What follows belongs to an exercise in optimizing a design on an open flow for small area, a short achievable clock period and few clock cycles per item; a production flow would make more cautious choices. No run shown here included a check of the RTL's function; only the layout flow was run. Power is estimated from default activity; no workload was simulated.

==> flow/design.v <==
package pn_eval_pkg;
  localparam logic [1:0] OP_ADD = 2'b00;
  localparam logic [1:0] OP_SUB = 2'b01;
  localparam logic [1:0] OP_MUL = 2'b10;
  localparam logic [1:0] OP_RSV = 2'b11;
endpackage
module pn_alu #(
  parameter int N = 16
) (
  input  logic [N-1:0] x,
  input  logic [N+2:0] mm,
  input  logic [5:0]   bd,    
  input  logic         zsel,
  input  logic [N-1:0] z,
  input  logic         c0,
  input  logic         ci,
  output logic [N-1:0] res,
  output logic         cs,
  output logic         co
);
  logic [N-1:0] pp0, pp1, row1, s, c, cv;
  logic [N+1:0] sum;
  always_comb begin
    pp0 = (({N{bd[0]}} & mm[N+2:3]) | ({N{bd[1]}} & mm[N+1:2])) ^ {N{bd[2]}};
    pp1 = (({N{bd[3]}} & mm[N:1]) | ({N{bd[4]}} & mm[N-1:0])) ^ {N{bd[5]}};
    row1 = zsel ? z : pp1;
    s = x ^ pp0 ^ row1;
    c = (x & pp0) | (x & row1) | (pp0 & row1);
    cv = {c[N-2:0], c0};
    cs = c[N-1];
    sum = {1'b0, s, 1'b1} + {1'b0, cv, ci};
    res = sum[N:1];
    co = sum[N+1];
  end
endmodule
module pn_booth (
  input  logic [4:0] w,
  output logic [5:0] bd
);
  always_comb begin
    bd[0] = w[1] ^ w[0];
    bd[1] = (w[2] & ~w[1] & ~w[0]) | (~w[2] & w[1] & w[0]);
    bd[2] = w[2];
    bd[3] = w[3] ^ w[2];
    bd[4] = (w[4] & ~w[3] & ~w[2]) | (~w[4] & w[3] & w[2]);
    bd[5] = w[4];
  end
endmodule
module pn_eval #(
  parameter int DATA_W = 3,
  parameter int OUT_W = 64,
  parameter int MAX_LEN = 20
) (
  input  logic              clk,
  input  logic              rst,
  input  logic              in_valid,
  input  logic [DATA_W-1:0] in,
  input  logic              operator,
  input  logic              mode,
  output logic              out_valid,
  output logic [OUT_W-1:0]  out,
  output logic              err
);
  localparam int VD = 9;    
  localparam int PD = 9;    
  localparam int BD = 8;    
  localparam int DW = 30;
  localparam int N = 16;
  function automatic integer vw(input integer j);
    case (j)
      0: vw = 30;   
      1: vw = 24;
      2: vw = 21;
      3: vw = 18;
      4: vw = 16;
      5: vw = 13;
      6: vw = 10;
      7: vw = 7;
      default: vw = 4;
    endcase
  endfunction
  logic active_q, ended_q, ov_q, err_q, errA_q, errF_q, mode_q;
  logic in_iv_q, in_op_q, in_first_q;
  logic [2:0] in_v_q;
  logic [4:0] cnt_q, lvl_q;
  logic [3:0] wp_q, rp_q;
  logic [BD-1:0][3:0] buf_q;
  logic first, a_err, fe;
  logic [4:0] a_lvl, a_cnt, n_lvl, n_cnt;
  assign first = in_valid & ~active_q;
  always_comb begin
    a_lvl = in_first_q ? (mode_q ? 5'd0 : 5'd1) : lvl_q;
    a_cnt = in_first_q ? 5'd0 : cnt_q;
    a_err = in_first_q ? 1'b0 : errA_q;
    n_lvl = a_lvl;
    n_cnt = a_cnt;
    if (in_iv_q) begin
      if (a_cnt == 5'd20) a_err = 1'b1;
      n_cnt = a_cnt == 5'd20 ? a_cnt : a_cnt + 5'd1;
      if (in_op_q) begin
        if (in_v_q[1:0] == pn_eval_pkg::OP_RSV) a_err = 1'b1;
        if (mode_q) begin
          if (a_lvl < 5'd2) a_err = 1'b1;
          n_lvl = a_lvl - 5'd1;
        end else begin
          if (a_lvl == 5'd0) a_err = 1'b1;
          n_lvl = a_lvl + 5'd1;
        end
      end else begin
        if (mode_q) n_lvl = a_lvl + 5'd1;
        else begin
          if (a_lvl == 5'd0) a_err = 1'b1;
          n_lvl = a_lvl - 5'd1;
        end
      end
      if (mode_q) begin
        if ({1'b0, a_cnt} + {1'b0, n_lvl} > 6'd20) a_err = 1'b1;
      end else begin
        if ({1'b0, a_cnt} + {1'b0, n_lvl} > 6'd19) a_err = 1'b1;
      end
    end
    fe = a_err | (mode_q ? n_lvl != 5'd1 : n_lvl != 5'd0);
  end
  logic ctv_q, ct_op_q;
  logic [2:0] ct_v_q;
  logic [DW-1:0] r_q;
  logic rv_q;
  logic [VD-1:0][DW-1:0] v_q;    
  logic [PD-1:0] pv_q, pl_q;    
  logic [PD-1:0][1:0] po_q;
  logic pend_q, mb_q;
  logic [16:0] q_q;
  logic xt_q, xr_q, mt_q, wt_q, zs_q, zc_q;
  logic [5:0] bd_q;
  logic p2_q;                    
  logic [4:0] sv_q;              
  logic [DW-1:0] t, x, m, res;
  logic [N-1:0] xs, zs, res16;
  logic [N+2:0] mm;
  logic cs, co, narrow, p1wide;
  logic [5:0] bd_d;
  logic [DW-1:0] r_d;
  logic rv_d;
  logic [VD-1:0][DW-1:0] v_d;
  logic [PD-1:0] pv_d, pl_d;
  logic [PD-1:0][1:0] po_d;
  logic pend_d, mb_d, ctv_d, ct_op_d, mode_d;
  logic [2:0] ct_v_d;
  logic [16:0] q_d;
  logic xt_d, xr_d, mt_d, wt_d, zs_d, zc_d, t4_d;
  logic consume, load, avail, clr, fin_a, fin_b, fin_err;
  assign t = v_q[0];
  for (genvar i = 0; i < PD; i++) begin : g_pv
    assign pv_q[i] = po_q[i] != 2'b11;
    assign pv_d[i] = po_d[i] != 2'b11;
  end
  always_comb begin
    x = ({DW{xt_q}} & t) | ({DW{xr_q}} & r_q);
    m = mt_q ? t : r_q;
    if (p2_q) begin
      xs = {{(2*N-DW){x[DW-1]}}, x[DW-1:N]};
      mm = {{(2*N-DW){m[DW-1]}}, m[DW-1:N], sv_q[2:0]};
      zs = {N{zc_q}};
    end else begin
      xs = x[N-1:0];
      mm = {m[N-1:0], 3'b000};
      zs = {{(N-3){zc_q}}, ct_v_q ^ {3{zc_q}}};
    end
    res = p2_q ? {res16[DW-N-1:0], r_q[N-1:0]} : {{(DW-N){res16[N-1]}}, res16};
    narrow = (~xt_q | t[DW-1:11] == '0 | t[DW-1:11] == '1) &
             (~xr_q | r_q[DW-1:11] == '0 | r_q[DW-1:11] == '1) &
             (mt_q ? t[DW-1:11] == '0 | t[DW-1:11] == '1 : r_q[DW-1:11] == '0 | r_q[DW-1:11] == '1);
  end
  pn_alu #(.N(N)) u_alu (.x(xs), .mm(mm), .bd(bd_q), .zsel(zs_q), .z(zs),
                         .c0(p2_q ? sv_q[4] : bd_q[2]), .ci(p2_q ? sv_q[3] : zs_q ? zc_q : bd_q[5]),
                         .res(res16), .cs(cs), .co(co));
  pn_booth u_bq (.w(q_d[4:0]), .bd(bq));
  pn_booth u_bt (.w({v_d[0][3:0], 1'b0}), .bd(bt));
  pn_booth u_br (.w({p1wide ? r_q[3:0] : r_d[3:0], 1'b0}), .bd(br));
  logic a_step, a_tr, a_rv, a_fuse, a_ppush, a_fpush, a_lpush;
  logic [1:0] a_op;
  logic fz, sg, xt_p, mt_p, wt_p;
  logic [5:0] bq, bt, br, bm, bd_p, bpv;
  localparam logic [5:0] BD_ADD = 6'b000001;    
  localparam logic [5:0] BD_SUB = 6'b100101;    
  logic [3:0] rp_n;
  assign a_step = mb_q;
  assign a_tr = ~mb_q & (pend_q | (ctv_q & mode_q & ct_op_q));
  assign a_rv = ~mb_q & ~pend_q & ctv_q & ~mode_q & ~ct_op_q & pv_q[0] & pl_q[0];
  assign a_fuse = a_rv & pv_q[1] & pl_q[1] & ~po_q[1][1];
  assign a_ppush = ~mb_q & ~pend_q & ctv_q & mode_q & ~ct_op_q;
  assign a_fpush = ~mb_q & ~pend_q & ctv_q & ~mode_q & ct_op_q;
  assign a_lpush = ~mb_q & ~pend_q & ctv_q & ~mode_q & ~ct_op_q & ~(pv_q[0] & pl_q[0]);
  assign a_op = (~pend_q & mode_q) ? ct_v_q[1:0] : po_q[0];
  always_comb begin
    logic fr4, fq, swapq, single, mul;
    logic pop_v, push_v, land, land2, idle_next;
    mul = a_op == pn_eval_pkg::OP_MUL;
    fr4 = r_q[DW-1:3] == '0 || r_q[DW-1:3] == '1;
    single = wt_q | fr4 | p2_q;    
    swapq = ((t[DW-1:7] == '0 || t[DW-1:7] == '1) && !(r_q[DW-1:7] == '0 || r_q[DW-1:7] == '1)) ||
            ((t[DW-1:11] == '0 || t[DW-1:11] == '1) && !(r_q[DW-1:11] == '0 || r_q[DW-1:11] == '1)) ||
            ((t[DW-1:15] == '0 || t[DW-1:15] == '1) && !(r_q[DW-1:15] == '0 || r_q[DW-1:15] == '1));
    fq = q_q[16:4] == '0 || q_q[16:4] == '1;
    r_d = r_q;
    rv_d = rv_q;
    v_d = v_q;
    pl_d = pl_q;
    po_d = po_q;
    pend_d = pend_q;
    mb_d = mb_q;
    q_d = q_q;
    p1wide = ~p2_q & ~narrow & (a_step | (a_tr & (~mul | single)) | a_rv);
    consume = ctv_q & ~mb_q & ~pend_q & ~p1wide;
    pop_v = 1'b0;
    push_v = 1'b0;
    land = 1'b0;
    land2 = 1'b0;
    if (a_step & ~p1wide) begin
      r_d = res;
      v_d[0] = {t[DW-5:0], 4'b0};
      q_d = {{4{q_q[16]}}, q_q[16:4]};
      if (fq) begin
        mb_d = 1'b0;
        pop_v = 1'b1;
        if (!mode_q) land = 1'b1;
      end
    end
    if (a_tr & ~p1wide) begin
      if (!mul || single) begin
        r_d = res;
        pop_v = 1'b1;
        if (pend_q) land = 1'b1;
      end else begin
        r_d = '0;
        mb_d = 1'b1;
        q_d = swapq ? {t[15:0], 1'b0} : {r_q[15:0], 1'b0};
        v_d[0] = swapq ? r_q : t;
      end
    end
    if (a_rv & ~p1wide) begin
      r_d = res;
      if (a_fuse) begin
        land2 = 1'b1;
        pop_v = 1'b1;
      end else land = 1'b1;
    end
    if (a_ppush | a_lpush) begin
      push_v = rv_q & (mode_q | pv_q[0]);
      r_d = {{(DW-3){1'b0}}, ct_v_q};
      rv_d = 1'b1;
      if (!mode_q) pl_d[0] = 1'b1;
    end
    if (a_fpush) begin
      for (int i = PD - 1; i > 0; i--) begin
        pl_d[i] = pl_q[i-1];
        po_d[i] = po_q[i-1];
      end
      pl_d[0] = 1'b0;
      po_d[0] = ct_v_q[1:0];
    end
    if (pop_v) begin
      for (int i = 0; i < VD - 1; i++) begin
        v_d[i] = v_q[i+1];
      end
    end
    if (push_v) begin
      for (int i = VD - 1; i > 0; i--) begin
        v_d[i] = v_q[i-1];
      end
      v_d[0] = r_q;
    end
    if (land) begin
      for (int i = 0; i < PD - 1; i++) begin
        pl_d[i] = pl_q[i+1];
        po_d[i] = po_q[i+1];
      end
      po_d[PD-1] = 2'b11;
      pl_d[PD-1] = 1'b0;
      pend_d = pv_q[1] & pl_q[1];
      pl_d[0] = pv_q[1];
    end
    if (land2) begin
      for (int i = 0; i < PD - 2; i++) begin
        pl_d[i] = pl_q[i+2];
        po_d[i] = po_q[i+2];
      end
      po_d[PD-1] = 2'b11;
      pl_d[PD-1] = 1'b0;
      po_d[PD-2] = 2'b11;
      pl_d[PD-2] = 1'b0;
      pend_d = pv_q[2] & pl_q[2];
      pl_d[0] = pv_q[2];
    end
    if (p1wide) r_d = {r_q[DW-1:N], res16};
    avail = rp_q != wp_q || in_valid;
    load = (~ctv_q | consume) & avail;
    ctv_d = load | (ctv_q & ~consume);
    if (~ctv_q | consume) {ct_op_d, ct_v_d} = rp_q != wp_q ? buf_q[rp_q[2:0]] : {operator, in};
    else {ct_op_d, ct_v_d} = {ct_op_q, ct_v_q};
    rp_n = rp_q + 4'(load);
    mode_d = first ? mode : mode_q;
    idle_next = ~(ctv_q & ~consume) & ~(rp_q != wp_q) & ~pend_d & ~mb_d;
    fin_a = active_q & ~ov_q & ~ended_q & ~fe & idle_next;   
    fin_b = active_q & ~ov_q & ended_q & ~errF_q & idle_next;
    fin_err = active_q & ~ov_q & ended_q & errF_q;
    if (fin_err) r_d = '0;
    clr = rst | ov_q;
    if (clr) begin
      ctv_d = 1'b0;
      mb_d = 1'b0;
      pend_d = 1'b0;
      po_d = '1;
      pl_d = '0;
      rv_d = 1'b0;
    end
    t4_d = v_d[0][DW-1:3] == '0 || v_d[0][DW-1:3] == '1;
    fz = pv_d[1] & pl_d[1] & ~po_d[1][1];    
    sg = fz & po_d[1][0];                     
    bm = t4_d ? bt : br;
    case (pend_d ? po_d[0] : ct_v_d[1:0])
      pn_eval_pkg::OP_MUL: {xt_p, mt_p, wt_p, bd_p} = {1'b0, ~t4_d, t4_d, bm};
      pn_eval_pkg::OP_SUB: {xt_p, mt_p, wt_p, bd_p} = {3'b100, BD_SUB};
      default: {xt_p, mt_p, wt_p, bd_p} = {3'b100, BD_ADD};
    endcase
    case ({sg, ct_v_d})
      4'b0000: bpv = 6'b000000;
      4'b0001: bpv = 6'b000001;
      4'b0010: bpv = 6'b001110;
      4'b0011: bpv = 6'b001101;
      4'b0100: bpv = 6'b001000;
      4'b0101: bpv = 6'b001001;
      4'b0110: bpv = 6'b010110;
      4'b0111: bpv = 6'b010101;
      4'b1000: bpv = 6'b000000;
      4'b1001: bpv = 6'b100101;
      4'b1010: bpv = 6'b100110;
      4'b1011: bpv = 6'b101001;
      4'b1100: bpv = 6'b101000;
      4'b1101: bpv = 6'b101101;
      4'b1110: bpv = 6'b101110;
      default: bpv = 6'b110001;
    endcase
    xr_d = mb_d;
    zs_d = 1'b0;
    zc_d = sg ^ po_d[0][0];
    if (mb_d) {xt_d, mt_d, wt_d, bd_d} = {3'b010, bq};
    else if (pend_d | mode_q) {xt_d, mt_d, wt_d, bd_d} = {xt_p, mt_p, wt_p, bd_p};
    else begin
      zs_d = po_d[0] != pn_eval_pkg::OP_MUL;
      {xt_d, mt_d, wt_d} = {fz, 2'b00};
      bd_d = po_d[0] == pn_eval_pkg::OP_MUL ? bpv : sg ? BD_SUB : BD_ADD;
    end
  end
  for (genvar j = 0; j < VD; j++) begin : g_v
    localparam int WJ = vw(j);
    logic [WJ-1:0] st_q;
    always_ff @(posedge clk) st_q <= v_d[j][WJ-1:0];
    assign v_q[j] = {{(DW-WJ){st_q[WJ-1]}}, st_q};
  end
  always_ff @(posedge clk) begin
    r_q <= r_d;
    q_q <= q_d;
    po_q <= po_d;
    {ct_op_q, ct_v_q} <= {ct_op_d, ct_v_d};
    mode_q <= mode_d;
    if (in_valid) buf_q[wp_q[2:0]] <= {operator, in};
    in_op_q <= operator;
    in_v_q <= in;
    if (in_iv_q) begin
      lvl_q <= n_lvl;
      cnt_q <= n_cnt;
    end
    err_q <= fin_err;
    {xt_q, xr_q, mt_q, wt_q, zs_q, zc_q, bd_q} <= {xt_d, xr_d, mt_d, wt_d, zs_d, zc_d, bd_d};
    sv_q <= {cs, co, m[N-1:N-3]};
    p2_q <= p1wide & ~clr;
    ctv_q <= ctv_d;
    mb_q <= mb_d;
    pend_q <= pend_d;
    pl_q <= pl_d;
    rv_q <= rv_d;
    if (clr) begin
      active_q <= 1'b0;
      ended_q <= 1'b0;
      ov_q <= 1'b0;
      errA_q <= 1'b0;
      errF_q <= 1'b0;
      in_iv_q <= 1'b0;
      in_first_q <= 1'b0;
      wp_q <= '0;
      rp_q <= '0;
    end else begin
      active_q <= active_q | in_valid;
      if (active_q & ~ended_q & ~in_valid) begin
        ended_q <= 1'b1;
        errF_q <= fe;
      end
      ov_q <= (~in_valid & fin_a) | fin_b | fin_err;
      errA_q <= a_err;
      in_iv_q <= in_valid;
      in_first_q <= first;
      wp_q <= wp_q + 4'(in_valid);
      rp_q <= rp_n;
    end
  end
  assign out_valid = ov_q;
  assign err = err_q;
  assign out = {{(OUT_W-DW){r_q[DW-1]}}, r_q};
endmodule
==> flow/flow/abc_speed.script <==
strash
dch
map -D 2500
topo
stime -c
buffer -c
upsize -c -D 2500
dnsize -c -D 2500
==> flow/standard.sh <==
#!/bin/bash
# synth_recipe.tcl (not shown) runs the flow's synth.tcl, then flattens the netlist and writes it again
# the make line also repeats each setting of config.mk as NAME=value (left out here)
make -C /OpenROAD-flow-scripts/flow DESIGN_CONFIG=/design/flow/config.mk WORK_HOME=/design/flow/orfs CLKGATE_MAP_FILE= SYNTH_SCRIPT=/design/flow/synth_recipe.tcl "${@:-finish}"
==> flow/flow/run.sh <==
#!/bin/bash
# The standard ORFS layout (standard.sh) with two changes: repair_timing keeps a larger setup
# margin than the 16 ns clock needs, so it sizes and buffers for speed; and Yosys's ABC pass maps
# the logic with flow/abc_speed.script (classic delay-driven "map") instead of ORFS's default
# script. Flip-flops are mapped before ABC runs, so the registers are the standard synthesis's.
# Each step's full log stays in orfs/logs; make's output is in standard_flow.log.
set -euo pipefail
rm -rf scripts_abc
cp -r "$FLOW_HOME/scripts" scripts_abc
cp flow/abc_speed.script scripts_abc/abc_speed.script
bash standard.sh SCRIPTS_DIR="$PWD/scripts_abc" SETUP_SLACK_MARGIN=11.4 finish > standard_flow.log 2>&1
==> flow/constraint.sdc <==
create_clock -name core_clock -period 16.0 [get_ports {clk}]
set_input_delay 3.2000 -clock core_clock [delete_from_list [all_inputs] [get_ports {clk}]]
set_output_delay 3.2000 -clock core_clock [all_outputs]
set_load 0.01 [all_outputs]
==> flow/config.mk <==
export PLATFORM = sky130hd
export DESIGN_NAME = pn_eval
export DESIGN_NICKNAME = pn_eval
export VERILOG_FILES = /design/flow/design.v
export SDC_FILE = /design/flow/constraint.sdc
export NUM_CORES = 8
export LEC_CHECK = 0
export CAP_MARGIN = 20
export CORE_MARGIN = 2
export CORE_UTILIZATION = 60
export CTS_BUF_LIST = sky130_fd_sc_hd__clkbuf_8
export SETUP_SLACK_MARGIN = 1.0
export SLEW_MARGIN = 20
==> results.json, run 1 <==
{
  "status": "complete, no violations",
  "syn_to_final_growth_pct": 19.4,
  "dpl_worst_slack_ns": 9.65,
  "hold_buffers": 0,
  "grt_pass1_wl_um": 90200,
  "max_cap_violations": 0,
  "clock_latency_ns": 0.64,
  "routed_wl_um": 59800,
  "fin_worst_skew_ns": 0.0482,
  "stdcell_count": 2927,
  "yosys_warnings": 3,
  "drc": 0,
  "wl_per_cell_um": 20.4,
  "grt_pass1_vias": 16795,
  "vias": 18308,
  "fin_crit_ns": 4.77,
  "hp-class": "flip-flop to flip-flop",
  "fin_ws_ns": 11.23,
  "drt-initial-drc-count": 2116,
  "io_pins": 74,
  "path_cells": "buf_12 -> buf_6 -> buf_6 -> buf_6",
  "antenna_left": 0,
  "place.gp.congestion": 1.02,
  "cp_num_buf_inv": 4,
  "cp_max_fo": 5,
  "slew_violations": 0,
  "clkPwrFrac": 0.162,
  "firstDrtPassIters": 7,
  "yosysTopAreaCellShare": 0.256,
  "io_buffers": 73,
  "synth-seq-cells": 304,
  "synthCells": 2407,
  "fin_crit_sh": 0.298,
  "path_common_cell": "buf_6",
  "grt_antenna_before_repair": 0,
  "fmax_mhz": 210,
  "dieHeight_um": 180,
  "layout_common_cells": "nand2_1 (532), o21ai_0 (250), inv_1 (239)",
  "cp_data_arrival_time_ns": 1.57,
  "ys_types": 66,
  "worstHoldStart": "g_v[7].st_q[1]$_DFFE_PP_",
  "setup_viol": 0,
  "grt_use_total": 0.344,
  "cts_root_buffer": "clkbuf_8",
  "cts_buffer_depth": 3,
  "fp.dieW_um": 180,
  "synth_ff_type": "edfxtp_1",
  "cpPeakStageDelay_ns": 0.44,
  "viasPerCell": 6.25,
  "mappedNetlistArea_um2": 18600,
  "grt_max_degree": 82,
  "core_um2": 30500,
  "placed_cells": 2732,
  "synth-edff-count": 158,
  "hpwl_um": 38200,
  "synthArstFlopShare": 0,
  "nets": 2555,
  "power_switching_share": 0.472,
  "htreeDepth": 2,
  "power.internal_w": 0.00248,
  "synth_area_leaders": "edfxtp_1 (26%), dfxtp_1 (16%), nand2_1 (11%)",
  "reg2reg_from": "r_q[29]$_SDFFE_PP0P_",
  "rsz0062_at_grt": "yes",
  "critPathLaunchType": "flip-flop",
  "final_common_cell": "nand2_1",
  "nFillCells": 2460,
  "syn_avg_cell_area_um2": 7.71,
  "endpoint_kind": "output port",
  "numClockSinks": 304,
  "switchingPower_w": 0.00222,
  "cp.required_ns": 12.80,
  "start_util": 0.608,
  "synth_area_leader_cell": "edfxtp_1",
  "syn_nets": 2473,
  "p_per_area_nw_per_um2": 212,
  "critPathSlowestCell": "dfxtp_4",
  "numCtsBuffers": 51,
  "hold_viol_final": 0,
  "critPathLaunch": "r_q[29]$_SDFFE_PP0P_",
  "n_antenna_cell": 0,
  "clkTransAtPathRegs_ns": 0.07,
  "rows": 64,
  "dieArea_um2": 32400,
  "fin_setup_tns_ns": 0,
  "peakVddDrop_v": 0.000197,
  "drive_gt1_frac": 0.171,
  "path_class": "flip-flop to output port",
  "cts_tree": "done",
  "crit_family": "buffers and inverters",
  "leakagePower_nw": 9.33,
  "slew_headroom": 0.242,
  "pwr-share-comb": 0.578,
  "tightest_slew_ns": 1.14,
  "ys_seq_area_frac": 0.413,
  "p_seq_frac": 0.260,
  "gr-total-overflow": 0
}
[sequential cells by signal (all words and copies together) (netlist names), 4 cells and up]
register and count:
sv_q 5, g_v.st_q 143, rp_q 4, po_q 18
lvl_q 5, cnt_q 5, bd_q 6, buf_q 32
pl_q 9, wp_q 4, q_q 17, r_q 30
[cells in the mapped netlist, drive strengths merged, types with 3 or more instances]
| cell | instances |
|---|---|
| a211oi | 4 |
| a21oi | 179 |
| a221oi | 8 |
| a22oi | 18 |
| a31oi | 23 |
| a41oi | 5 |
| and2 | 4 |
| buf | 63 |
| clkbuf | 100 |
| clkinv | 3 |
| dfxtp | 146 |
| edfxtp | 158 |
| fa | 18 |
| ha | 40 |
| inv | 259 |
| nand2 | 552 |
| nand3 | 72 |
| nand4 | 30 |
| nor2 | 144 |
| nor3 | 25 |
| nor4 | 24 |
| o2111ai | 3 |
| o211ai | 72 |
| o21ai | 301 |
| o221ai | 19 |
| o22ai | 60 |
| o31ai | 7 |
| o32ai | 4 |
| xnor2 | 10 |
| xor2 | 33 |
[routing by layer]
layer,part of all wire,track usage,vias up
li1,-,-,8492
met1,0.39,0.441,8498
met2,0.46,0.559,1042
met3,0.097,0.0626,276
met4,0.062,0.179,0
met5,0,0,-
[cell type report]
| class | instances | area, µm² | area share |
|---|---|---|---|
| multi-input cells | 1684 | 9790 | 0.442 |
| flip-flops and latches | 304 | 7720 | 0.348 |
| repair buffers | 184 | 2000 | 0.0905 |
| inverters | 262 | 1010 | 0.0454 |
| clock buffers | 61 | 840 | 0.0379 |
| well taps | 396 | 495 | 0.0224 |
| clock inverters | 34 | 288 | 0.0130 |
| repair inverters | 2 | 10.0 | 0.000452 |
[through the flow]
step	instance area (µm²)	power [W]	utilization	hold WS (ns)
6_report	22200	0.00470	0.726	0.413
5_1_grt	22200	0.00499	0.726	0.450
4_1_cts	21100	0.00429	0.692	0.421
3_5_place_dp	19200	0.00336	0.629	0.446
3_3_place_gp	19200	0.00335	0.629	0.431
2_1_floorplan	18600	0.00270	-	0.425
[power by group through the flow]
| stage | Clock, W | Sequential [W] | Combinational [W] |
|---|---|---|---|
| global placement | 0 | 0.00121 | 0.00213 |
| floorplan | 0 | 0.00114 | 0.00155 |
| global route | 0.000805 | 0.00123 | 0.00295 |
| finish | 0.000761 | 0.00122 | 0.00271 |
| CTS | 0.000771 | 0.00121 | 0.00232 |
| detailed placement | 0 | 0.00121 | 0.00215 |
[worst paths after layout]
kind / end / slack, ns / cells past startpoint
max: out[34] / 11.23 / 4
min: g_v[8].st_q[1]$_DFFE_PP_ / 0.41 / 0
max reg2reg: bd_q[0]$_DFF_P_ / 11.34 / 30
min reg2reg: g_v[8].st_q[1]$_DFFE_PP_ / 0.41 / 0
[what timing repair did]
item | CTS | global route
setup endpoints to repair | 176 | 61
gates resized for setup | 238 | 192
gates cloned | 10 | 9
buffers inserted | 42 | 39
pin swaps | 21 | 39
[kinds of logic (layout without fill, tap and decap cells)]
| kind of cell | after synthesis | after routing | share of synthesized area |
|---|---|---|---|
| XOR/XNOR | 43 | 43 | 0.0203 |
| buffers and inverters | 425 | 543 | 0.0953 |
| AND/OR/NAND/NOR | 856 | 862 | 0.195 |
| adder cells (fa/ha/maj) | 58 | 58 | 0.0464 |
| flip-flops | 304 | 304 | 0.413 |
| multiplexers | 1 | 1 | 0.000539 |
| AO/OA/AOI/OAI | 720 | 720 | 0.230 |
[worst reg2reg max path: cells and delay by family (launching register included)]
kind	cells	cell delay (ns)
and+or+nand+nor	17	2.32
buffers and inverters	8	1.19
AOI/OAI and AO/OA	5	0.58
DFF	1	0.40
==> run 2, diff against run 1 <==
==> flow/flow/run.sh (replaced) <==
#!/bin/bash
# The standard ORFS layout (standard.sh: the standard synthesis, floorplan, power grid, CTS
# and routing), with two changes in how it is made: the port buffers are buf_2 cells (the default
# choice is a slow delay buffer), and repair_timing keeps a larger setup margin than the 16 ns
# clock needs, so that it sizes and buffers the design for speed. Each step's full log stays in
# orfs/logs; make's output is in standard_flow.log.
set -euo pipefail
bash standard.sh "BUFFER_PORTS_ARGS=-buffer_cell sky130_fd_sc_hd__buf_2" SETUP_SLACK_MARGIN=11.4 finish > standard_flow.log 2>&1
--- a/flow/config.mk
+++ b/flow/config.mk
@@ -10,3 +10,2 @@
 export CORE_UTILIZATION = 60
-export CTS_BUF_LIST = sky130_fd_sc_hd__clkbuf_8
 export SETUP_SLACK_MARGIN = 1.0
removed: flow/flow/abc_speed.script
==> run 2 against run 1 <==
Compared with the run above:
- die area decreased by 1.4%
- maximum frequency decreased by 4.4%
- register-to-register slack got worse by 0.33 ns
- sequential cell count unchanged
- combinational power decreased by 15%
- wire length decreased by 9.0%
- via count decreased by 12%
- still clean on timing, DRC and antenna
- largest power group unchanged
- cell count decreased by 15%
==> results.json, run 2 <==
{
  "antenna_left": 0,
  "wl_per_cell_um": 21.8,
  "grt_antenna_before_repair": 0,
  "synthTopCellsByCount": "nand2_1 (410), nor2_1 (185), edfxtp_1 (158), dfxtp_1 (146), a21oi_1 (108)",
  "cp_data_arrival_time_ns": 5.40,
  "ys_types": 83,
  "largest_reg_flops": 143,
  "cp.required_ns": 16.41,
  "clkTransAtPathRegs_ns": 0.06,
  "post_dp_cell_area_um2": 18600,
  "slew_headroom": 0.346,
  "routed_wl_um": 54400,
  "rsz0062_at_grt": "yes",
  "fin_worst_skew_ns": 0.0185,
  "synth-edff-count": 158,
  "dieHeight_um": 179,
  "finish.instance_area_um2": 21000,
  "firstDrtPassIters": 7,
  "place.gp.congestion": 0.946,
  "grt_use_total": 0.329,
  "status": "complete, no violations",
  "fp.dieW_um": 179,
  "leakagePower_nw": 8.43,
  "fin_setup_tns_ns": 0,
  "grt_pass1_vias": 14805,
  "synthArstFlopShare": 0,
  "gr-total-overflow": 0,
  "syn_to_final_growth_pct": 14.7,
  "clock_latency_ns": 0.53,
  "dieArea_um2": 31900,
  "yosysTopAreaCellShare": 0.259,
  "p_per_area_nw_per_um2": 210,
  "core_um2": 29800,
  "mappedNetlistArea_um2": 18300,
  "synth-seq-cells": 304,
  "slew_violations": 0,
  "critPathLaunchType": "flip-flop",
  "fin_crit_ns": 4.99,
  "final_common_cell": "nand2_1",
  "hold_buffers": 0,
  "hold_depth": 0,
  "grt_pass1_wl_um": 81900,
  "path_class": "flip-flop to flip-flop",
  "peakVddDrop_v": 0.000153,
  "yosys_warnings": 3,
  "drt-initial-drc-count": 1608,
  "numClockSinks": 304,
  "tightest_slew_ns": 0.978,
  "numCtsBuffers": 35,
  "htreeDepth": 2,
  "cp_max_fo": 6,
  "synth_area_leaders": "edfxtp_1 (26%), dfxtp_1 (16%), nand2_1 (8.4%)",
  "synth_area_leader_cell": "edfxtp_1",
  "syn_nets": 2114,
  "endpoint_kind": "flip-flop",
  "hp-class": "flip-flop to flip-flop",
  "max_cap_violations": 0,
  "vias": 16148,
  "fmax_mhz": 200,
  "synth_most_common_cell": "nand2_1",
  "setup_viol": 0,
  "hold_viol_final": 0,
  "top_register": "g_v.st_q",
  "hpwl_um": 35300,
  "fin_crit_sh": 0.312,
  "syn_avg_cell_area_um2": 8.93,
  "nets": 2148,
  "grt_max_degree": 90,
  "drive_gt1_frac": 0.186,
  "ys_seq_area_frac": 0.419,
  "cts_root_buffer": "clkbuf_16",
  "drc": 0,
  "n_antenna_cell": 0,
  "r2r_cells": 20,
  "post-route-util": 0.705,
  "io_buffers": 73,
  "rows": 63,
  "cts_tree": "done",
  "layout_common_cells": "nand2_1 (406), nor2_1 (179), edfxtp_1 (158)",
  "start_util": 0.614,
  "cts_buffer_depth": 3,
  "viasPerCell": 6.46,
  "synth_ff_type": "edfxtp_1",
  "io_pins": 74,
  "synthCells": 2048
}
-- run 2: cell types whose count changed after synthesis, moves of 52 or more --
cell	change
o21ai_0	-191
inv_1	-166
nand2_1	-135
a21oi_1	-68
a22o_1	+60
o22ai_1	-52
-- run 2: worst max-delay path, stage by stage, from the launching register on --
cell,delay [ns]
dfxtp_4,0.38
mux4_2,0.55
a32oi_2,0.20
xor2_1,0.10
fa_1,0.52
inv_2,0.05
fa_2,0.35
a21o_1,0.18
a21oi_2,0.17
o21bai_1,0.10
a21oi_2,0.21
o21bai_1,0.10
a21oi_2,0.15
nor2b_1,0.06
o21a_1,0.20
o41ai_4,0.44
o211ai_1,0.18
mux2i_1,0.27
nand2_1,0.15
o211a_4,0.32
a22o_1,0.18
-- run 2: cell families after synthesis --
kind of cell               after synthesis  share of synthesized area
and+or+nand+nor                        812                      0.197
AOI/OAI and AO/OA                      480                      0.183
DFF                                    304                      0.419
buffers and inverters                  241                     0.0594
muxes                                   87                     0.0635
xor gates and xnor gates                66                     0.0316
adders and majority gates               58                     0.0470
-- run 2: worst paths after layout --
path                             from                        to  slack, ns
max                   mt_q$_SDFF_PP1_      r_q[23]$_SDFFE_PP0P_      11.01
min          g_v[7].st_q[3]$_DFFE_PP_  g_v[8].st_q[3]$_DFFE_PP_       0.46
max reg2reg           mt_q$_SDFF_PP1_      r_q[23]$_SDFFE_PP0P_      11.01
min reg2reg  g_v[7].st_q[3]$_DFFE_PP_  g_v[8].st_q[3]$_DFFE_PP_       0.46
-- run 2: per-stage QoR --
step	instances	hold slack, ns	setup WS (ns)	power (W)
after floorplan	2048	0.426	11.03	0.00265
after global placement	2362	0.434	10.46	0.00315
after detailed placement	2362	0.443	10.38	0.00318
after CTS	2465	0.458	11.17	0.00414
after global routing	2499	0.467	10.80	0.00465
final	2499	0.457	11.01	0.00442
-- run 2: cell type report --
class / instances / area, µm²
inverter: 74 / 310
multi-input combinational: 1510 / 10200
clock inverter: 16 / 168
timing repair inverter: 1 / 8.76
timing repair buffer: 156 / 1140
fill: 2300 / 8800
sequential: 304 / 7740
tap: 390 / 488
clock buffer: 48 / 965
-- run 2: timing repair --
item	in CTS	in global routing
endpoints found under the setup margin	66	37
cloned	8	3
setup buffers	31	31
gates resized for setup	77	80
pin swaps	26	46
-- run 2: layer usage --
metal  track usage  share of wire  up-vias
met1         0.480           0.44     7692
met2         0.487           0.43      859
li1              -              -     7426
met3        0.0573          0.090      171
met5             0              0        -
met4         0.128          0.038        0
-- run 2: power breakdown --
group	internal [W]	switching, W	leakage [nW]	total [W]
sequential	0.00101	0.000321	2.68	0.00133
clock	0.000460	0.000331	0.550	0.000790
combinational	0.000999	0.00129	5.20	0.00229
total	0.00247	0.00194	8.43	0.00442
==> run 3, diff against run 2 <==
--- a/flow/design.v
+++ b/flow/design.v
@@ -7,28 +7,23 @@
 module pn_alu #(
-  parameter int N = 16
+  parameter int DW = 30
 ) (
-  input  logic [N-1:0] x,
-  input  logic [N+2:0] mm,
-  input  logic [5:0]   bd,    
-  input  logic         zsel,
-  input  logic [N-1:0] z,
-  input  logic         c0,
-  input  logic         ci,
-  output logic [N-1:0] res,
-  output logic         cs,
-  output logic         co
+  input  logic [DW-1:0] x,
+  input  logic [DW-1:0] m,
+  input  logic [5:0]    bd,    
+  input  logic          zsel,
+  input  logic [DW-1:0] z,
+  input  logic          zc,
+  output logic [DW-1:0] res
 );
-  logic [N-1:0] pp0, pp1, row1, s, c, cv;
-  logic [N+1:0] sum;
+  logic [DW-1:0] pp0, pp1, row1, s, c, cv;
+  logic [DW:0] sum;
   always_comb begin
-    pp0 = (({N{bd[0]}} & mm[N+2:3]) | ({N{bd[1]}} & mm[N+1:2])) ^ {N{bd[2]}};
-    pp1 = (({N{bd[3]}} & mm[N:1]) | ({N{bd[4]}} & mm[N-1:0])) ^ {N{bd[5]}};
-    row1 = zsel ? z : pp1;
+    pp0 = (({DW{bd[0]}} & m) | ({DW{bd[1]}} & {m[DW-2:0], 1'b0})) ^ {DW{bd[2]}};
+    pp1 = (({DW{bd[3]}} & m) | ({DW{bd[4]}} & {m[DW-2:0], 1'b0})) ^ {DW{bd[5]}};
+    row1 = zsel ? z : {pp1[DW-3:0], bd[5], bd[5]};
     s = x ^ pp0 ^ row1;
     c = (x & pp0) | (x & row1) | (pp0 & row1);
-    cv = {c[N-2:0], c0};
-    cs = c[N-1];
-    sum = {1'b0, s, 1'b1} + {1'b0, cv, ci};
-    res = sum[N:1];
-    co = sum[N+1];
+    cv = {c[DW-2:0], bd[2]};
+    sum = {s, 1'b1} + {cv, zsel ? zc : bd[5]};
+    res = sum[DW:1];
   end
@@ -67,3 +62,2 @@
   localparam int DW = 30;
-  localparam int N = 16;
   function automatic integer vw(input integer j);
@@ -82,42 +76,21 @@
   logic active_q, ended_q, ov_q, err_q, errA_q, errF_q, mode_q;
-  logic in_iv_q, in_op_q, in_first_q;
-  logic [2:0] in_v_q;
-  logic [4:0] cnt_q, lvl_q;
-  logic [3:0] wp_q, rp_q;
+  logic [4:0] lvl_q, bud_q;
+  logic [2:0] wp_q, rp_q;        
   logic [BD-1:0][3:0] buf_q;
-  logic first, a_err, fe;
-  logic [4:0] a_lvl, a_cnt, n_lvl, n_cnt;
+  logic first, a_err, fe, a_md, up;
+  logic [4:0] a_lvl, a_bud, n_lvl;
+  logic [5:0] n_bud;
   assign first = in_valid & ~active_q;
   always_comb begin
-    a_lvl = in_first_q ? (mode_q ? 5'd0 : 5'd1) : lvl_q;
-    a_cnt = in_first_q ? 5'd0 : cnt_q;
-    a_err = in_first_q ? 1'b0 : errA_q;
-    n_lvl = a_lvl;
-    n_cnt = a_cnt;
-    if (in_iv_q) begin
-      if (a_cnt == 5'd20) a_err = 1'b1;
-      n_cnt = a_cnt == 5'd20 ? a_cnt : a_cnt + 5'd1;
-      if (in_op_q) begin
-        if (in_v_q[1:0] == pn_eval_pkg::OP_RSV) a_err = 1'b1;
-        if (mode_q) begin
-          if (a_lvl < 5'd2) a_err = 1'b1;
-          n_lvl = a_lvl - 5'd1;
-        end else begin
-          if (a_lvl == 5'd0) a_err = 1'b1;
-          n_lvl = a_lvl + 5'd1;
-        end
-      end else begin
-        if (mode_q) n_lvl = a_lvl + 5'd1;
-        else begin
-          if (a_lvl == 5'd0) a_err = 1'b1;
-          n_lvl = a_lvl - 5'd1;
-        end
-      end
-      if (mode_q) begin
-        if ({1'b0, a_cnt} + {1'b0, n_lvl} > 6'd20) a_err = 1'b1;
-      end else begin
-        if ({1'b0, a_cnt} + {1'b0, n_lvl} > 6'd19) a_err = 1'b1;
-      end
-    end
-    fe = a_err | (mode_q ? n_lvl != 5'd1 : n_lvl != 5'd0);
+    a_md = first ? mode : mode_q;
+    a_lvl = first ? (a_md ? 5'd0 : 5'd1) : lvl_q;
+    a_bud = first ? (a_md ? 5'd21 : 5'd19) : bud_q;
+    a_err = first ? 1'b0 : errA_q;
+    up = a_md ^ operator;
+    n_lvl = up ? a_lvl + 5'd1 : a_lvl - 5'd1;
+    n_bud = up ? {1'b0, a_bud} - 6'd2 : {1'b0, a_bud};
+    if (operator && in[1:0] == pn_eval_pkg::OP_RSV) a_err = 1'b1;
+    if (a_md ? operator && a_lvl < 5'd2 : a_lvl == 5'd0) a_err = 1'b1;
+    if (n_bud[5]) a_err = 1'b1;
+    fe = errA_q | (mode_q ? lvl_q != 5'd1 : lvl_q != 5'd0);
   end
@@ -134,8 +107,3 @@
   logic [5:0] bd_q;
-  logic p2_q;                    
-  logic [4:0] sv_q;              
-  logic [DW-1:0] t, x, m, res;
-  logic [N-1:0] xs, zs, res16;
-  logic [N+2:0] mm;
-  logic cs, co, narrow, p1wide;
+  logic [DW-1:0] t, x, m, z, res;
   logic [5:0] bd_d;
@@ -159,22 +127,8 @@
     m = mt_q ? t : r_q;
-    if (p2_q) begin
-      xs = {{(2*N-DW){x[DW-1]}}, x[DW-1:N]};
-      mm = {{(2*N-DW){m[DW-1]}}, m[DW-1:N], sv_q[2:0]};
-      zs = {N{zc_q}};
-    end else begin
-      xs = x[N-1:0];
-      mm = {m[N-1:0], 3'b000};
-      zs = {{(N-3){zc_q}}, ct_v_q ^ {3{zc_q}}};
-    end
-    res = p2_q ? {res16[DW-N-1:0], r_q[N-1:0]} : {{(DW-N){res16[N-1]}}, res16};
-    narrow = (~xt_q | t[DW-1:11] == '0 | t[DW-1:11] == '1) &
-             (~xr_q | r_q[DW-1:11] == '0 | r_q[DW-1:11] == '1) &
-             (mt_q ? t[DW-1:11] == '0 | t[DW-1:11] == '1 : r_q[DW-1:11] == '0 | r_q[DW-1:11] == '1);
+    z = {{(DW-3){zc_q}}, ct_v_q ^ {3{zc_q}}};
   end
-  pn_alu #(.N(N)) u_alu (.x(xs), .mm(mm), .bd(bd_q), .zsel(zs_q), .z(zs),
-                         .c0(p2_q ? sv_q[4] : bd_q[2]), .ci(p2_q ? sv_q[3] : zs_q ? zc_q : bd_q[5]),
-                         .res(res16), .cs(cs), .co(co));
+  pn_alu #(.DW(DW)) u_alu (.x(x), .m(m), .bd(bd_q), .zsel(zs_q), .z(z), .zc(zc_q), .res(res));
   pn_booth u_bq (.w(q_d[4:0]), .bd(bq));
   pn_booth u_bt (.w({v_d[0][3:0], 1'b0}), .bd(bt));
-  pn_booth u_br (.w({p1wide ? r_q[3:0] : r_d[3:0], 1'b0}), .bd(br));
+  pn_booth u_br (.w({r_d[3:0], 1'b0}), .bd(br));
   logic a_step, a_tr, a_rv, a_fuse, a_ppush, a_fpush, a_lpush;
@@ -185,3 +139,3 @@
   localparam logic [5:0] BD_SUB = 6'b100101;    
-  logic [3:0] rp_n;
+  logic [2:0] rp_n;
   assign a_step = mb_q;
@@ -199,6 +153,4 @@
     fr4 = r_q[DW-1:3] == '0 || r_q[DW-1:3] == '1;
-    single = wt_q | fr4 | p2_q;    
-    swapq = ((t[DW-1:7] == '0 || t[DW-1:7] == '1) && !(r_q[DW-1:7] == '0 || r_q[DW-1:7] == '1)) ||
-            ((t[DW-1:11] == '0 || t[DW-1:11] == '1) && !(r_q[DW-1:11] == '0 || r_q[DW-1:11] == '1)) ||
-            ((t[DW-1:15] == '0 || t[DW-1:15] == '1) && !(r_q[DW-1:15] == '0 || r_q[DW-1:15] == '1));
+    single = wt_q | fr4;
+    swapq = !(r_q[DW-1:15] == '0 || r_q[DW-1:15] == '1);
     fq = q_q[16:4] == '0 || q_q[16:4] == '1;
@@ -212,4 +164,3 @@
     q_d = q_q;
-    p1wide = ~p2_q & ~narrow & (a_step | (a_tr & (~mul | single)) | a_rv);
-    consume = ctv_q & ~mb_q & ~pend_q & ~p1wide;
+    consume = ctv_q & ~mb_q & ~pend_q;
     pop_v = 1'b0;
@@ -218,3 +169,3 @@
     land2 = 1'b0;
-    if (a_step & ~p1wide) begin
+    if (a_step) begin
       r_d = res;
@@ -228,3 +179,3 @@
     end
-    if (a_tr & ~p1wide) begin
+    if (a_tr) begin
       if (!mul || single) begin
@@ -240,3 +191,3 @@
     end
-    if (a_rv & ~p1wide) begin
+    if (a_rv) begin
       r_d = res;
@@ -294,3 +245,2 @@
     end
-    if (p1wide) r_d = {r_q[DW-1:N], res16};
     avail = rp_q != wp_q || in_valid;
@@ -298,5 +248,5 @@
     ctv_d = load | (ctv_q & ~consume);
-    if (~ctv_q | consume) {ct_op_d, ct_v_d} = rp_q != wp_q ? buf_q[rp_q[2:0]] : {operator, in};
+    if (~ctv_q | consume) {ct_op_d, ct_v_d} = rp_q != wp_q ? buf_q[rp_q] : {operator, in};
     else {ct_op_d, ct_v_d} = {ct_op_q, ct_v_q};
-    rp_n = rp_q + 4'(load);
+    rp_n = rp_q + 3'(load);
     mode_d = first ? mode : mode_q;
@@ -366,8 +316,6 @@
     mode_q <= mode_d;
-    if (in_valid) buf_q[wp_q[2:0]] <= {operator, in};
-    in_op_q <= operator;
-    in_v_q <= in;
-    if (in_iv_q) begin
+    buf_q[wp_q] <= {operator, in};
+    if (in_valid) begin
       lvl_q <= n_lvl;
-      cnt_q <= n_cnt;
+      bud_q <= n_bud[4:0];
     end
@@ -375,4 +323,2 @@
     {xt_q, xr_q, mt_q, wt_q, zs_q, zc_q, bd_q} <= {xt_d, xr_d, mt_d, wt_d, zs_d, zc_d, bd_d};
-    sv_q <= {cs, co, m[N-1:N-3]};
-    p2_q <= p1wide & ~clr;
     ctv_q <= ctv_d;
@@ -388,4 +334,2 @@
       errF_q <= 1'b0;
-      in_iv_q <= 1'b0;
-      in_first_q <= 1'b0;
       wp_q <= '0;
@@ -399,6 +343,4 @@
       ov_q <= (~in_valid & fin_a) | fin_b | fin_err;
-      errA_q <= a_err;
-      in_iv_q <= in_valid;
-      in_first_q <= first;
-      wp_q <= wp_q + 4'(in_valid);
+      if (in_valid) errA_q <= a_err;
+      wp_q <= wp_q + 3'(in_valid);
       rp_q <= rp_n;
==> run 3 against run 2 <==
Compared with the run above:
- clock skew grew 0.0032 ns
- register-to-register slack gained 0.44 ns
- wire length shrank 1.8%
- sequential share of layout area shrank 3.0 points
- synthesized cell count grew 5.2%
- setup slack gained 0.23 ns
- clock power grew 3%
- maximum frequency grew 4.9%
- largest power group unchanged
- critical path type is now input pin to flip-flop
- worst hold slack lost 0.0073 ns
- sequential power shrank 5%
- still clean
==> results.json, run 3 <==
{
  "viasPerCell": 6.31,
  "syn_nets": 2244,
  "synth-edff-count": 124,
  "firstDrtPassIters": 6,
  "n_antenna_cell": 0,
  "synth-seq-cells": 290,
  "power.internal_w": 0.00275,
  "synth_ff_type": "dfxtp_1",
  "peakVddDrop_v": 0.000127,
  "cp.required_ns": 16.46,
  "grt_use_total": 0.317,
  "ys_seq_area_frac": 0.382,
  "critPathLaunchType": "input pin",
  "hold_viol_final": 0,
  "p_seq_frac": 0.254,
  "numCtsBuffers": 34,
  "core_um2": 30400,
  "max_cap_violations": 0,
  "gr-total-overflow": 0,
  "wl_per_cell_um": 20.8,
  "nFillCells": 2531,
  "fin_worst_skew_ns": 0.0217,
  "synth_area_leader_cell": "edfxtp_1",
  "synthTopCellsByCount": "nand2_1 (479), nor2_1 (171), dfxtp_1 (166), edfxtp_1 (124), a22oi_1 (108)",
  "routed_wl_um": 53500,
  "grt_pass1_wl_um": 83700,
  "fin_ws_ns": 11.24,
  "clkTransAtPathRegs_ns": 0.06,
  "path_class": "input pin to flip-flop",
  "synth_area_leaders": "edfxtp_1 (20%), dfxtp_1 (18%), nand2_1 (9.7%)",
  "p_per_area_nw_per_um2": 240,
  "fmax_mhz": 210,
  "drive_gt1_frac": 0.158,
  "clkPwrFrac": 0.162,
  "fin_crit_ns": 4.76,
  "cp_max_fo": 5,
  "hold_buffers": 0,
  "rsz0062_at_grt": "yes",
  "status": "complete, no violations",
  "clock_latency_ns": 0.53,
  "pwr-share-comb": 0.584,
  "nets": 2244,
  "cpPeakStageDelay_ns": 0.44,
  "multi_input_area_um2": 10900,
  "cts_tree": "done",
  "setup_viol": 0,
  "dieArea_um2": 32200,
  "largest_reg_flops": 143,
  "io_pins": 74,
  "fin_setup_tns_ns": 0,
  "cts_root_buffer": "clkbuf_16",
  "io_buffers": 73,
  "regToRegSetupSlack_ns": 11.45,
  "htreeDepth": 2,
  "top_register": "g_v.st_q",
  "antenna_left": 0,
  "vias": 16257,
  "hpwl_um": 35700,
  "drc": 0,
  "slew_violations": 0,
  "hp-class": "flip-flop to flip-flop",
  "yosys_warnings": 3,
  "place.gp.congestion": 0.944,
  "grt_antenna_before_repair": 0,
  "dieHeight_um": 179,
  "power_switching_share": 0.452,
  "numClockSinks": 290,
  "synthCells": 2154,
  "tightest_slew_ns": 1.08,
  "switchingPower_w": 0.00226,
  "cts_buffer_depth": 3,
  "syn_avg_cell_area_um2": 8.57,
  "cp_data_arrival_time_ns": 5.22,
  "leakagePower_nw": 8.65,
  "fp.dieW_um": 179,
  "path_cells": "buf_8 -> or2_4 -> a21oi_2 -> o211ai_1 -> o22ai_2 -> buf_4 -> ha_4 -> or3_4 -> nor4b_2 -> or3_1",
  "layout_common_cells": "nand2_1 (475), nor2_1 (167), dfxtp_1 (153)",
  "critPathSlowestCell": "or3_4",
  "fin_crit_sh": 0.297,
  "endpoint_kind": "flip-flop",
  "seq_area_um2": 7070,
  "synth_most_common_cell": "nand2_1",
  "yosysTopAreaCellShare": 0.202,
  "ys_types": 88,
  "dpl_worst_slack_ns": 10.46,
  "grt_pass1_vias": 15361,
  "grt_max_degree": 137,
  "final_common_cell": "nand2_1",
  "mappedNetlistArea_um2": 18500,
  "drt-initial-drc-count": 1439,
  "synthArstFlopShare": 0,
  "syn_to_final_growth_pct": 13.0,
  "start_util": 0.607,
  "slew_headroom": 0.283,
  "rows": 64
}
-- run 3: cell families after synthesis --
family                   synth area share
AO/OA/AOI/OAI                       0.177
XOR/XNOR                           0.0484
adder cells (fa/ha/maj)            0.0682
buffers and inverters              0.0626
flip-flops                          0.382
multiplexers                       0.0600
AND/OR/NAND/NOR                     0.202
-- run 3: final timing paths --
path / start / endpoint / cells past startpoint
worst max-delay path: rst / bd_q[1]$_DFF_P_ / 10
worst min-delay path: g_v[7].st_q[2]$_DFFE_PP_ / g_v[8].st_q[2]$_DFFE_PP_ / 0
worst max register to register: mt_q$_SDFF_PP1_ / r_q[28]$_SDFFE_PP0P_ / 20
worst min register to register: g_v[7].st_q[2]$_DFFE_PP_ / g_v[8].st_q[2]$_DFFE_PP_ / 0
-- run 3: power groups by stage --
stage | Clock [W] | Sequential [W] | Combinational [W]
after floorplan | 0 | 0.00114 | 0.00201
after global placement | 0 | 0.00126 | 0.00251
after detailed placement | 0 | 0.00127 | 0.00255
after CTS | 0.000821 | 0.00125 | 0.00268
after global routing | 0.000849 | 0.00129 | 0.00321
final | 0.000810 | 0.00127 | 0.00293
-- run 3: worst max-delay path: cells and delay by family --
kind | cells | cell delay [ns]
compound gates | 3 | 0.46
fa+ha+maj | 1 | 0.21
buf+inv | 2 | 0.25
simple gates | 4 | 1.08
-- run 3: metal layers --
metal	track usage	vias up	wire, µm
met5	0	-	0
met4	0.130	0	2220
met3	0.0442	145	3920
met2	0.507	684	24400
met1	0.436	7826	22900
li1	-	7602	-
-- run 3: metrics by stage --
step	std cells	hold WS [ns]	power, W	cell area [µm²]	util
floorplan	2154	0.420	0.00315	18600	-
global placement	2486	0.430	0.00378	18900	0.620
detailed placement	2486	0.434	0.00382	18900	0.620
CTS	2558	0.454	0.00476	20300	0.668
global route	2576	0.469	0.00534	20900	0.686
finish	2576	0.450	0.00501	20900	0.686
-- run 3: area by class of cell --
type	instances	share of cell area
Clock buffer	42	0.0447
Clock inverter	20	0.0111
Timing Repair Buffer	122	0.0417
Inverter	103	0.0193
Multi-Input combinational cell	1603	0.521
Tap cell	396	0.0237
Sequential cell	290	0.339
-- run 3: what timing repair did --
| action | 4_1_cts | 5_1_grt |
|---|---|---|
| cloned | 1 | 3 |
| setup endpoints to repair | 58 | 27 |
| gates resized for setup | 44 | 87 |
| pin swaps | 13 | 30 |
| buffers inserted | 9 | 15 |
==> run 4, diff against run 3 <==
--- a/flow/design.v
+++ b/flow/design.v
@@ -154,3 +154,5 @@
     single = wt_q | fr4;
-    swapq = !(r_q[DW-1:15] == '0 || r_q[DW-1:15] == '1);
+    swapq = ((t[DW-1:7] == '0 || t[DW-1:7] == '1) && !(r_q[DW-1:7] == '0 || r_q[DW-1:7] == '1)) ||
+            ((t[DW-1:11] == '0 || t[DW-1:11] == '1) && !(r_q[DW-1:11] == '0 || r_q[DW-1:11] == '1)) ||
+            ((t[DW-1:15] == '0 || t[DW-1:15] == '1) && !(r_q[DW-1:15] == '0 || r_q[DW-1:15] == '1));
     fq = q_q[16:4] == '0 || q_q[16:4] == '1;
@@ -257,13 +259,4 @@
     if (fin_err) r_d = '0;
-    clr = rst | ov_q;
-    if (clr) begin
-      ctv_d = 1'b0;
-      mb_d = 1'b0;
-      pend_d = 1'b0;
-      po_d = '1;
-      pl_d = '0;
-      rv_d = 1'b0;
-    end
     t4_d = v_d[0][DW-1:3] == '0 || v_d[0][DW-1:3] == '1;
-    fz = pv_d[1] & pl_d[1] & ~po_d[1][1];    
+    fz = po_d[1] != 2'b11 & pl_d[1] & ~po_d[1][1];    
     sg = fz & po_d[1][0];                     
@@ -303,2 +296,11 @@
     end
+    clr = rst | ov_q;
+    if (clr) begin
+      ctv_d = 1'b0;
+      mb_d = 1'b0;
+      pend_d = 1'b0;
+      po_d = '1;
+      pl_d = '0;
+      rv_d = 1'b0;
+    end
   end
==> run 4 against run 3 <==
Compared with the run above:
- critical path depth decreased by 1
- worst hold slack improved by 0.0016 ns
- largest cell class unchanged
- still clean on timing, DRC and antenna
- critical endpoint unchanged
- setup slack improved by 0.074 ns
- global-route usage decreased by 0.18 points
==> results.json, run 4 <==
{
  "status": "complete, no violations",
  "clock_latency_ns": 0.52,
  "hold_path_end": "g_v[8].st_q[3]$_DFFE_PP_",
  "clkTransAtPathRegs_ns": 0.06,
  "wl_per_cell_um": 21.1,
  "synth_area_leader_cell": "edfxtp_1",
  "hold_depth": 0,
  "peakVddDrop_v": 0.000113,
  "slew_headroom": 0.330,
  "p_per_area_nw_per_um2": 227,
  "syn_to_final_growth_pct": 14.5,
  "final_common_cell": "nand2_1",
  "path_cells": "buf_12 -> nor2_4 -> a211oi_2 -> a21o_1 -> mux2_4 -> ha_4 -> or3_4 -> or4b_1 -> o311ai_1",
  "n_antenna_cell": 0,
  "grt_pass1_wl_um": 83700,
  "worstHoldStart": "g_v[7].st_q[3]$_DFFE_PP_",
  "htreeDepth": 2,
  "critPathSlowestCell": "or4b_1",
  "slew_violations": 0,
  "rows": 64,
  "top_register": "g_v.st_q",
  "max_cap_violations": 0,
  "synth_most_common_cell": "nand2_1",
  "leakagePower_nw": 8.71,
  "synthTopCellsByCount": "nand2_1 (436), nor2_1 (175), dfxtp_1 (167), a22oi_1 (130), edfxtp_1 (124)",
  "synth_ff_type": "dfxtp_1",
  "ys_seq_area_frac": 0.381,
  "antenna_left": 0,
  "hp-class": "flip-flop to flip-flop",
  "cp_num_buf_inv": 1,
  "drt-initial-drc-count": 1843,
  "maxUsedRoutingLayer": "met4",
  "syn_nets": 2228,
  "synth-edff-count": 124,
  "synth-seq-cells": 291,
  "grt_antenna_before_repair": 0,
  "cp_data_arrival_time_ns": 5.10,
  "synth_area_leaders": "edfxtp_1 (20%), dfxtp_1 (18%), nand2_1 (8.8%)",
  "hold_buffers": 0,
  "syn_avg_cell_area_um2": 8.67,
  "fmax_mhz": 214,
  "wl_met1_um": 23800,
  "fp.dieW_um": 180,
  "route.met2.wl_um": 23900,
  "gr-total-overflow": 0,
  "drive_gt1_frac": 0.183,
  "yosys_warnings": 3,
  "dieArea_um2": 32300,
  "largest_reg_flops": 143,
  "start_util": 0.608,
  "r2r_cells": 21,
  "place.gp.congestion": 0.957,
  "post_dp_cell_area_um2": 18900,
  "grt_pass1_vias": 15310,
  "rr_endpoint": "r_q[28]$_SDFFE_PP0P_",
  "synthArstFlopShare": 0,
  "crit_family": "simple AND/OR/NAND/NOR gates",
  "critPathLaunchType": "input pin",
  "layout_common_cells": "nand2_1 (435), nor2_1 (169), dfxtp_1 (146)",
  "fin_crit_sh": 0.293,
  "path_class": "input pin to flip-flop",
  "nFillCells": 2401,
  "io_pins": 74,
  "core_um2": 30500,
  "endpoint_kind": "flip-flop",
  "finish.instance_area_um2": 21200,
  "viasPerCell": 6.46,
  "grt_use_total": 0.315,
  "rsz0062_at_grt": "yes",
  "hold_viol_final": 0,
  "setup_viol": 0,
  "cts_tree": "done",
  "numClockSinks": 291,
  "multi_input_area_um2": 11000,
  "vias": 16570,
  "reg2reg_from": "mt_q$_SDFF_PP1_",
  "io_buffers": 73,
  "hpwl_um": 34900,
  "ys_types": 83,
  "cts_buffer_depth": 3,
  "fin_setup_tns_ns": 0,
  "nets": 2234,
  "fin_worst_skew_ns": 0.0145,
  "cts_root_buffer": "clkbuf_16",
  "drc": 0,
  "regToRegSetupSlack_ns": 11.44,
  "wl_met3_um": 4980,
  "routed_wl_um": 54200,
  "synthCells": 2138,
  "cpPeakStageDelay_ns": 0.47,
  "seq_area_um2": 7100,
  "grt_max_degree": 86,
  "firstDrtPassIters": 8,
  "tightest_slew_ns": 1.00,
  "cp_max_fo": 6,
  "cp.required_ns": 16.41,
  "mappedNetlistArea_um2": 18500,
  "dieHeight_um": 180,
  "yosysTopAreaCellShare": 0.201,
  "fin_crit_ns": 4.68,
  "numCtsBuffers": 35
}
==> run 4: timing repair <==
item	in CTS	in global routing
gates cloned	4	5
pin swaps	14	63
resized for setup	70	106
setup buffers	15	32
endpoints found under the setup margin	24	53
==> run 4: layout make-up <==
class | instances | area share
clock buffer | 44 | 0.0438
timing repair buffer | 146 | 0.0531
clock inverter | 19 | 0.00878
inverter | 98 | 0.0187
tap | 396 | 0.0233
multi-input combinational | 1572 | 0.518
sequential | 291 | 0.335
==> run 4: metal layers <==
layer,global-route usage,vias up
met5,0,-
li1,-,7640
met2,0.471,841
met4,0.0976,0
met1,0.466,7964
met3,0.0573,125
==> run 4: cell families (layout without fill, tap and decap cells) <==
| family | after synthesis | in the layout | share of synthesized area |
|---|---|---|---|
| buffers and inverters | 279 | 307 | 0.0658 |
| AOI/OAI and AO/OA | 470 | 470 | 0.193 |
| DFF | 291 | 291 | 0.381 |
| adders and majority gates | 82 | 82 | 0.0679 |
| xor gates and xnor gates | 105 | 105 | 0.0496 |
| and+or+nand+nor | 858 | 862 | 0.206 |
| muxes | 53 | 53 | 0.0362 |
==> run 4: worst reg2reg max path, delay by kind of cell, from the launching register on <==
| family | cells | cell delay [ns] |
|---|---|---|
| AOI/OAI and AO/OA | 10 | 1.98 |
| adders and majority gates | 2 | 0.66 |
| buffers and inverters | 3 | 0.45 |
| DFF | 1 | 0.40 |
| muxes | 1 | 0.38 |
| xor gates and xnor gates | 2 | 0.32 |
| and+or+nand+nor | 3 | 0.28 |
==> run 4: per-stage QoR <==
| stage | worst slack [ns] | utilization | hold WS (ns) | power, W | cells |
|---|---|---|---|---|---|
| after global routing | 11.26 | 0.696 | 0.468 | 0.00515 | 2566 |
| after global placement | 10.33 | 0.618 | 0.435 | 0.00348 | 2446 |
| after detailed placement | 10.25 | 0.618 | 0.439 | 0.00351 | 2446 |
| final | 11.32 | 0.696 | 0.451 | 0.00482 | 2566 |
| after CTS | 11.30 | 0.671 | 0.452 | 0.00446 | 2528 |
| after floorplan | 10.80 | - | 0.426 | 0.00294 | 2138 |
==> run 4: how the worst max path moves through the flow <==
stage	from	to	slack [ns]	cells after the start
floorplan	in[1]	bd_q[1]$_DFF_P_	10.80	9
global placement	in_valid	lvl_q[4]$_DFFE_PP_	10.33	10
detailed placement	in_valid	lvl_q[4]$_DFFE_PP_	10.25	10
CTS	in[1]	bd_q[1]$_DFF_P_	11.30	9
global route	mt_q$_SDFF_PP1_	r_q[28]$_SDFFE_PP0P_	11.26	19
finish	in[1]	bd_q[1]$_DFF_P_	11.32	9
==> run 4: power breakdown <==
group	switching [W]	total [W]	internal, W
registers	0.000304	0.00130	0.000999
logic	0.00152	0.00274	0.00122
clock network	0.000321	0.000784	0.000463
total	0.00214	0.00482	0.00268
==> run 5, diff against run 4 <==
--- a/flow/flow/run.sh
+++ b/flow/flow/run.sh
@@ -7,2 +7,2 @@
 set -euo pipefail
-bash standard.sh "BUFFER_PORTS_ARGS=-buffer_cell sky130_fd_sc_hd__buf_2" SETUP_SLACK_MARGIN=11.4 finish > standard_flow.log 2>&1
+bash standard.sh "BUFFER_PORTS_ARGS=-buffer_cell sky130_fd_sc_hd__buf_2" SETUP_SLACK_MARGIN=11.6 finish > standard_flow.log 2>&1
==> run 5 against run 4 <==
Compared with the run above:
- worst hold slack better by 0.0063 ns
- sequential power barely moved
- register-to-register slack got worse by 0.02 ns
- cell count grew 0.12%
- highest routed layer is now met5
- largest cell class unchanged
- synthesized area unchanged
- critical path type unchanged
==> results.json, run 5 <==
{
  "cpPeakStageDelay_ns": 0.48,
  "drt-initial-drc-count": 1948,
  "firstDrtPassIters": 7,
  "n_antenna_cell": 0,
  "power.internal_w": 0.00269,
  "gr-total-overflow": 0,
  "crit_family": "simple AND/OR/NAND/NOR gates",
  "largest_reg_flops": 143,
  "ys_seq_area_frac": 0.381,
  "numCtsBuffers": 35,
  "place.gp.congestion": 0.985,
  "io_buffers": 73,
  "wl_per_cell_um": 21.5,
  "fin_crit_ns": 4.69,
  "final_common_cell": "nand2_1",
  "reg2reg_from": "mt_q$_SDFF_PP1_",
  "slew_violations": 0,
  "cts_tree": "done",
  "routed_wl_um": 55300,
  "dieHeight_um": 180,
  "top_register": "g_v.st_q",
  "layout_common_cells": "nand2_1 (436), nor2_1 (169), dfxtp_1 (124), edfxtp_1 (124), a22oi_1 (116)",
  "fmax_mhz": 213,
  "syn_avg_cell_area_um2": 8.67,
  "peakVddDrop_v": 0.000110,
  "syn_nets": 2228,
  "path_cells": "buf_12 -> nor2_4 -> a211oi_2 -> a21o_1 -> mux2_4 -> ha_4 -> or3_4 -> or4b_4 -> o311ai_2",
  "io_pins": 74,
  "synth-seq-cells": 291,
  "syn_to_final_growth_pct": 16.5,
  "fp.dieW_um": 180,
  "clock_latency_ns": 0.53,
  "yosysTopAreaCellShare": 0.201,
  "synth_most_common_cell": "nand2_1",
  "worstHoldStart": "g_v[7].st_q[3]$_DFFE_PP_",
  "hold_viol_final": 0,
  "drc": 0,
  "p_total_w": 0.00487,
  "drive_gt1_frac": 0.195,
  "core_um2": 30500,
  "numClockSinks": 291,
  "vias": 16590,
  "viasPerCell": 6.46,
  "antenna_left": 0,
  "endpoint_kind": "flip-flop",
  "synth-edff-count": 124,
  "clkTransAtPathRegs_ns": 0.06,
  "hp-class": "flip-flop to flip-flop",
  "setup_viol": 0,
  "synth_area_leaders": "edfxtp_1 (20%), dfxtp_1 (18%), nand2_1 (8.8%)",
  "synth_ff_type": "dfxtp_1",
  "critPathLaunch": "in[1]",
  "fin_crit_sh": 0.293,
  "cp.required_ns": 16.43,
  "synthArstFlopShare": 0,
  "stdcell_count": 2569,
  "yosys_warnings": 3,
  "grt_use_total": 0.321,
  "status": "complete, no violations",
  "hpwl_um": 34700,
  "post_dp_cell_area_um2": 18900,
  "p_seq_frac": 0.270,
  "grt_pass1_wl_um": 84500,
  "dieArea_um2": 32300,
  "htreeDepth": 2,
  "grt_pass1_vias": 15530,
  "cts_root_buffer": "clkbuf_16",
  "r2r_cells": 19,
  "leakagePower_nw": 8.86,
  "fin_worst_skew_ns": 0.0149,
  "switchingPower_w": 0.00218,
  "fin_setup_tns_ns": 0,
  "ys_types": 83,
  "grt_antenna_before_repair": 0,
  "cts_buffer_depth": 3,
  "cp_max_fo": 5,
  "start_util": 0.608,
  "rsz0062_at_grt": "yes",
  "mappedNetlistArea_um2": 18500,
  "hold_buffers": 0,
  "cp_num_buf_inv": 1,
  "hold_path_end": "g_v[8].st_q[3]$_DFFE_PP_",
  "rr_endpoint": "r_q[28]$_SDFFE_PP0P_",
  "placed_cells": 2445,
  "synthCells": 2138,
  "regToRegSetupSlack_ns": 11.42,
  "power_switching_share": 0.448,
  "p_per_area_nw_per_um2": 225,
  "synthTopCellsByCount": "nand2_1 (436), nor2_1 (175), dfxtp_1 (167), a22oi_1 (130), edfxtp_1 (124)",
  "grt_max_degree": 95,
  "tightest_slew_ns": 1.12,
  "hold_depth": 0,
  "slew_headroom": 0.250,
  "max_cap_violations": 0,
  "critPathSlowestCell": "or4b_4",
  "cp_data_arrival_time_ns": 5.12,
  "clkPwrFrac": 0.163,
  "synth_area_leader_cell": "edfxtp_1",
  "nets": 2236,
  "finish.instance_area_um2": 21600,
  "pwr-share-comb": 0.568,
  "path_class": "input pin to flip-flop",
  "critPathLaunchType": "input pin",
  "post-route-util": 0.708,
  "rows": 64
}
run 5: cell types whose count changed in the layout (fill, tap and decap cells not counted), moves of 4 or more:
cell      before  now
buf_6          5   42
dfxtp_1      146  124
buf_2         70   35
mux2_4        14   10
mux2_2        18   22
buf_4         60   54
clkbuf_1       7    2
inv_1         85   89
dfxtp_2       17   30
dfxtp_4        4   13
run 5: worst max path at each step:
stage | slack, ns | to | cells after the start
after global routing | 11.26 | bd_q[1]$_DFF_P_ | 9
after CTS | 11.33 | bd_q[1]$_DFF_P_ | 9
after floorplan | 10.80 | bd_q[1]$_DFF_P_ | 9
after global placement | 10.21 | bd_q[4]$_DFF_P_ | 12
after detailed placement | 10.11 | bd_q[4]$_DFF_P_ | 12
final | 11.31 | bd_q[1]$_DFF_P_ | 9
run 5: through the flow:
stage	hold slack (ns)	setup WS, ns
finish	0.458	11.31
floorplan	0.426	10.80
CTS	0.460	11.33
detailed placement	0.436	10.11
global placement	0.448	10.21
global route	0.483	11.26
run 5: what timing repair did:
action                     in CTS  in global routing
setup buffers                  40                  9
pin swaps                      42                 33
resized for setup             136                 98
setup endpoints to repair      92                 62
cloned                          6                  5
run 5: layout make-up:
cell class | count | area [µm²]
multi-input cells | 1572 | 11000
fillers | 2422 | 8910
flip-flops and latches | 291 | 7150
repair buffers | 148 | 1440
clock buffers | 41 | 941
well taps | 396 | 495
inverters | 98 | 395
clock inverters | 23 | 210
run 5: logic make-up (layout without fill, tap and decap cells):
family | after synthesis | after routing | synth area share
buffers and inverters | 279 | 310 | 0.0658
AND/OR/NAND/NOR | 858 | 862 | 0.206
adder cells (fa/ha/maj) | 82 | 82 | 0.0679
AO/OA/AOI/OAI | 470 | 470 | 0.193
multiplexers | 53 | 53 | 0.0362
XOR/XNOR | 105 | 105 | 0.0496
flip-flops | 291 | 291 | 0.381
run 5: power by group through the flow:
stage          clock network (W)  logic [W]  registers (W)
6_report                0.000792    0.00276        0.00131
5_1_grt                 0.000830    0.00301        0.00132
4_1_cts                 0.000801    0.00254        0.00129
3_5_place_dp                   0    0.00222        0.00130
3_3_place_gp                   0    0.00218        0.00130
2_1_floorplan                  0    0.00182        0.00114
run 5: metal layers:
layer,GRT usage,share of wire,up-vias,routed length [µm]
li1,-,-,7658,-
met1,0.459,0.43,7898,23700
met2,0.489,0.44,885,24300
met3,0.0677,0.10,147,5600
met4,0.103,0.030,2,1650
met5,0,0.00063,-,35

static timing again, ports no longer ideal:
How much do the figures lean on ideal ports? The routed layouts below were timed once more, with nothing changed but the port constraints.
Step 1 sets driving cells, clkbuf_16 on the clock port and buf_2 on the other inputs (assumed; they add their load-dependent delay and slew).
Step 2, shift: input delay + t, output delay - t, t = (earliest + latest rising clock arrival at the registers) / 2. This alone moves slack from input paths to output paths.
a / b / c = ideal ports / drivers / drivers and shift; a / b = the first two.
run | t, ns | setup WS [ns]
run 1 | 0.663 | 11.232 / 11.180 / 10.800
run 2 | 0.573 | 11.011 / 11.011 / 10.739
run 3 | 0.575 | 11.243 / 11.255 / 10.680
run 4 | 0.573 | 11.317 / 11.323 / 10.750
run 5 | 0.581 | 11.306 / 11.295 / 10.714
After both steps setup and hold are still met in every run listed.
